From an optimization exercise on the open Yosys and OpenROAD flow, aimed at small area, a short achievable clock period and few clock cycles per item; shortcuts taken in it are not production practice. Function was checked by simulation only, so behaviour that the tests miss may differ from the original. Power and IR drop assume default switching activity.

==> module instrDecode, before the edit <==
module instrDecode
(
    input  logic                 clock,
    input  logic                 rstN,
    input  logic                 instrValid,
    input  logic [31:0]          instr,
    output logic                 busy,
    output logic                 done,
    input  logic                 mulFreeNext,
    output datapathPkg::regIdx_t ra,
    output logic                 isImmIn,
    output logic                 isInIn,
    output logic                 isSub,
    output logic                 isShl,
    output logic [6:0]           resSel,
    output logic                 writesReg,
    output logic                 isOut,
    output logic                 isMul,
    output datapathPkg::regIdx_t selA,
    output datapathPkg::regIdx_t selB
);
    logic [4:0] opIn;
    logic       usesMulIn;
    datapathPkg::regIdx_t selAQ;
    datapathPkg::regIdx_t selBQ;
    assign opIn = instr[31:27];
    assign isInIn  = !busy & opIn[3] & opIn[1];
    assign isImmIn = !busy & ((opIn[3] & !opIn[1]) | (opIn[2] & opIn[1] & opIn[0]));
    assign usesMulIn = (opIn == datapathPkg::opMul) || (opIn == datapathPkg::opMfhi) ||
                       (opIn == datapathPkg::opMflo);
    always_ff @(posedge clock)
    begin
        if (!rstN)
        begin
            busy <= 1'b0;
            done <= 1'b0;
        end
        else if (!busy)
        begin
            busy <= instrValid;
            done <= instrValid && (!usesMulIn || mulFreeNext);
        end
        else if (done)
        begin
            busy <= 1'b0;
            done <= 1'b0;
        end
        else
            done <= mulFreeNext;
    end
    always_ff @(posedge clock)
    begin
        if (!busy)
        begin
            ra        <= instr[26:23];
            isSub     <= (opIn == datapathPkg::opSub);
            isShl     <= (opIn == datapathPkg::opShl);
            resSel[0] <= (opIn == datapathPkg::opAdd) || (opIn == datapathPkg::opSub) ||
                         (opIn == datapathPkg::opAddi);
            resSel[1] <= (opIn == datapathPkg::opAnd) || (opIn == datapathPkg::opAndi);
            resSel[2] <= (opIn == datapathPkg::opOr)  || (opIn == datapathPkg::opOri);
            resSel[3] <= (opIn == datapathPkg::opShl) || (opIn == datapathPkg::opShr);
            resSel[4] <= (opIn == datapathPkg::opMfhi);
            resSel[5] <= (opIn == datapathPkg::opMflo);
            resSel[6] <= (opIn == datapathPkg::opIn);
            writesReg <= (opIn <= datapathPkg::opShr) ||
                         ((opIn >= datapathPkg::opAddi) && (opIn <= datapathPkg::opIn)) ||
                         (opIn == datapathPkg::opMfhi) || (opIn == datapathPkg::opMflo);
            isOut     <= (opIn == datapathPkg::opOut);
            isMul     <= (opIn == datapathPkg::opMul);
        end
    end
    always_ff @(posedge clock)
    begin
        if (!busy)
        begin
            selAQ <= instr[22:19];
            selBQ <= instr[30] ? instr[26:23] : instr[18:15];
        end
    end
    assign selA = busy ? selAQ : instr[22:19];
    assign selB = busy ? selBQ : (instr[30] ? instr[26:23] : instr[18:15]);
endmodule
==> module datapathTop, before the edit <==
module datapathTop
(
    input  logic                clock,
    input  logic                rstN,
    input  logic                instrValid,
    input  logic [31:0]         instr,
    input  datapathPkg::word_t  inPort,
    output logic                done,
    output datapathPkg::word_t  outPort
);
    datapathPkg::word_t [16-1:0] regValues;
    logic [16-1:0] regValid;
    datapathPkg::word_t   portA;
    datapathPkg::word_t   portB;
    datapathPkg::word_t   aQ;
    datapathPkg::word_t   bQ;
    datapathPkg::word_t   result;
    datapathPkg::regIdx_t ra;
    datapathPkg::regIdx_t selA;
    datapathPkg::regIdx_t selB;
    logic                 isImmIn;
    logic                 isInIn;
    logic                 isSub;
    logic                 isShl;
    logic [6:0]           resSel;
    logic                 writesReg;
    logic                 isOut;
    logic                 isMul;
    logic                 busy;
    logic                 mulFreeNext;
    instrDecode instrDecode_i
    (
        .clock       (clock),
        .rstN        (rstN),
        .instrValid  (instrValid),
        .instr       (instr),
        .busy        (busy),
        .done        (done),
        .mulFreeNext (mulFreeNext),
        .ra          (ra),
        .isImmIn     (isImmIn),
        .isInIn      (isInIn),
        .isSub       (isSub),
        .isShl       (isShl),
        .resSel      (resSel),
        .writesReg   (writesReg),
        .isOut       (isOut),
        .isMul       (isMul),
        .selA        (selA),
        .selB        (selB)
    );
    busMux portA_i (.regValues (regValues), .regValid (regValid), .sel (selA), .off (isInIn), .data (portA));
    busMux portB_i (.regValues (regValues), .regValid (regValid), .sel (selB), .off (isImmIn), .data (portB));
    always_ff @(posedge clock)
    begin
        aQ <= portA | (inPort & {32{isInIn}});
        bQ <= portB | ({{(32 - 19){instr[19-1]}},
                        instr[19-1:0]} & {32{isImmIn}});
    end
    aluExecute aluExecute_i
    (
        .clock       (clock),
        .rstN        (rstN),
        .a           (aQ),
        .b           (bQ),
        .isSub       (isSub),
        .isShl       (isShl),
        .resSel      (resSel),
        .mulStart    (done && isMul),
        .mulFreeNext (mulFreeNext),
        .result      (result)
    );
    resultRegs resultRegs_i
    (
        .clock     (clock),
        .rstN      (rstN),
        .regWrite  (done && writesReg),
        .destReg   (ra),
        .result    (result),
        .outWrite  (done && isOut),
        .outData   (bQ),
        .regValues (regValues),
        .regValid  (regValid),
        .outPort   (outPort)
    );
endmodule
clock: 14.0 ns
lec_check: 0
cap_margin: 20
core_margin: 2
core_utilization: 65
cts_cluster_diameter: 80
cts_cluster_size: 20
place_density: 0.75
slew_margin: 20
standard.sh (not shown) runs the stock make flow with config.mk's settings and CLKGATE_MAP_FILE= SYNTH_SCRIPT=/design/flow/synth_recipe.tcl, a recipe that flattens the netlist after the stock synthesis.
==> flow/flow/run.sh <==
#!/bin/bash
set -euo pipefail
MARGIN=$(cat flow/margin.txt)
bash standard.sh SETUP_SLACK_MARGIN=$MARGIN finish > standard.log 2>&1
==> flow/flow/margin.txt <==
9.6
The starting point finished with timing, DRC and antenna clean.
Testbench counts at the start, summed over its fixed seeds: cycles 49,441, instrs 24,000.
Change:
--- a/flow/design.v
+++ b/flow/design.v
@@ -45,17 +45,15 @@
     output logic                 isMul,
     output datapathPkg::regIdx_t selA,
     output datapathPkg::regIdx_t selB
 );
     logic [4:0] opIn;
     logic       usesMulIn;
-    datapathPkg::regIdx_t selAQ;
-    datapathPkg::regIdx_t selBQ;
     assign opIn = instr[31:27];
-    assign isInIn  = !busy & opIn[3] & opIn[1];
-    assign isImmIn = !busy & ((opIn[3] & !opIn[1]) | (opIn[2] & opIn[1] & opIn[0]));
+    assign isInIn  = opIn[3] & opIn[1];
+    assign isImmIn = (opIn[3] & !opIn[1]) | (opIn[2] & opIn[1] & opIn[0]);
     assign usesMulIn = (opIn == datapathPkg::opMul) || (opIn == datapathPkg::opMfhi) ||
                        (opIn == datapathPkg::opMflo);
     always_ff @(posedge clock)
     begin
         if (!rstN)
         begin
@@ -94,22 +92,14 @@
                          ((opIn >= datapathPkg::opAddi) && (opIn <= datapathPkg::opIn)) ||
                          (opIn == datapathPkg::opMfhi) || (opIn == datapathPkg::opMflo);
             isOut     <= (opIn == datapathPkg::opOut);
             isMul     <= (opIn == datapathPkg::opMul);
         end
     end
-    always_ff @(posedge clock)
-    begin
-        if (!busy)
-        begin
-            selAQ <= instr[22:19];
-            selBQ <= instr[30] ? instr[26:23] : instr[18:15];
-        end
-    end
-    assign selA = busy ? selAQ : instr[22:19];
-    assign selB = busy ? selBQ : (instr[30] ? instr[26:23] : instr[18:15]);
+    assign selA = instr[22:19];
+    assign selB = instr[30] ? instr[26:23] : instr[18:15];
 endmodule
 module aluExecute
 (
     input  logic                 clock,
     input  logic                 rstN,
     input  datapathPkg::word_t   a,
@@ -426,15 +416,18 @@
         .selB        (selB)
     );
     busMux portA_i (.regValues (regValues), .regValid (regValid), .sel (selA), .off (isInIn), .data (portA));
     busMux portB_i (.regValues (regValues), .regValid (regValid), .sel (selB), .off (isImmIn), .data (portB));
     always_ff @(posedge clock)
     begin
-        aQ <= portA | (inPort & {32{isInIn}});
-        bQ <= portB | ({{(32 - 19){instr[19-1]}},
-                        instr[19-1:0]} & {32{isImmIn}});
+        if (!busy)
+        begin
+            aQ <= portA | (inPort & {32{isInIn}});
+            bQ <= portB | ({{(32 - 19){instr[19-1]}},
+                            instr[19-1:0]} & {32{isImmIn}});
+        end
     end
     aluExecute aluExecute_i
     (
         .clock       (clock),
         .rstN        (rstN),
         .a           (aQ),
Synthesized area is higher by 1.8%. Power increases by 7.4%. Cell area rose by 1.7%. Final cell count came out higher by 1.2%. Utilization came out lower by 0.17 points. Routed wire length came out higher by 3.0%. Die area rose by 1.7%. Setup slack degrades by 0.046 ns. Synthesized cell count is higher by 1.8%. Global-route usage rises by 0.71 points. Sequential power is higher by about 4%. Flip-flop and latch count goes down by 8. Worst hold slack gets better by 0.0085 ns. Critical path depth falls by 2.
Testbench counts after the change, summed over its fixed seeds: cycles 49,441, instrs 24,000.

==> static timing again, ports no longer ideal <==
No port has a modelled driver above. Below, the same layouts with a new extraction and two added sets of constraints. Step 1: set_driving_cell puts a clkbuf_16 on clock and a buf_2 on each other input, an assumption about the parent block. Step 2 adds t to the input delays and takes it off the output delays; t is the mean of the earliest and latest rising clock arrival at the registers after step 1. Input paths then give back, and output paths get back, about the clock's delay inside the block. Slacks: ideal ports / drivers / drivers and shift; pairs: ideal ports / drivers.
run	shift t [ns]	setup slack, ns	worst setup path at the end	worst data-port slew with drivers (ns)
the first run	0.734	9.610 / 9.547 / 8.901	input to register	0.09
the second run	0.724	9.563 / 9.554 / 8.871	input to register	0.05
After both steps setup and hold are still met in every run listed. For the first run, which loses most, drivers alone change the setup slack by -0.063 ns; drivers and shift together by -0.709 ns.
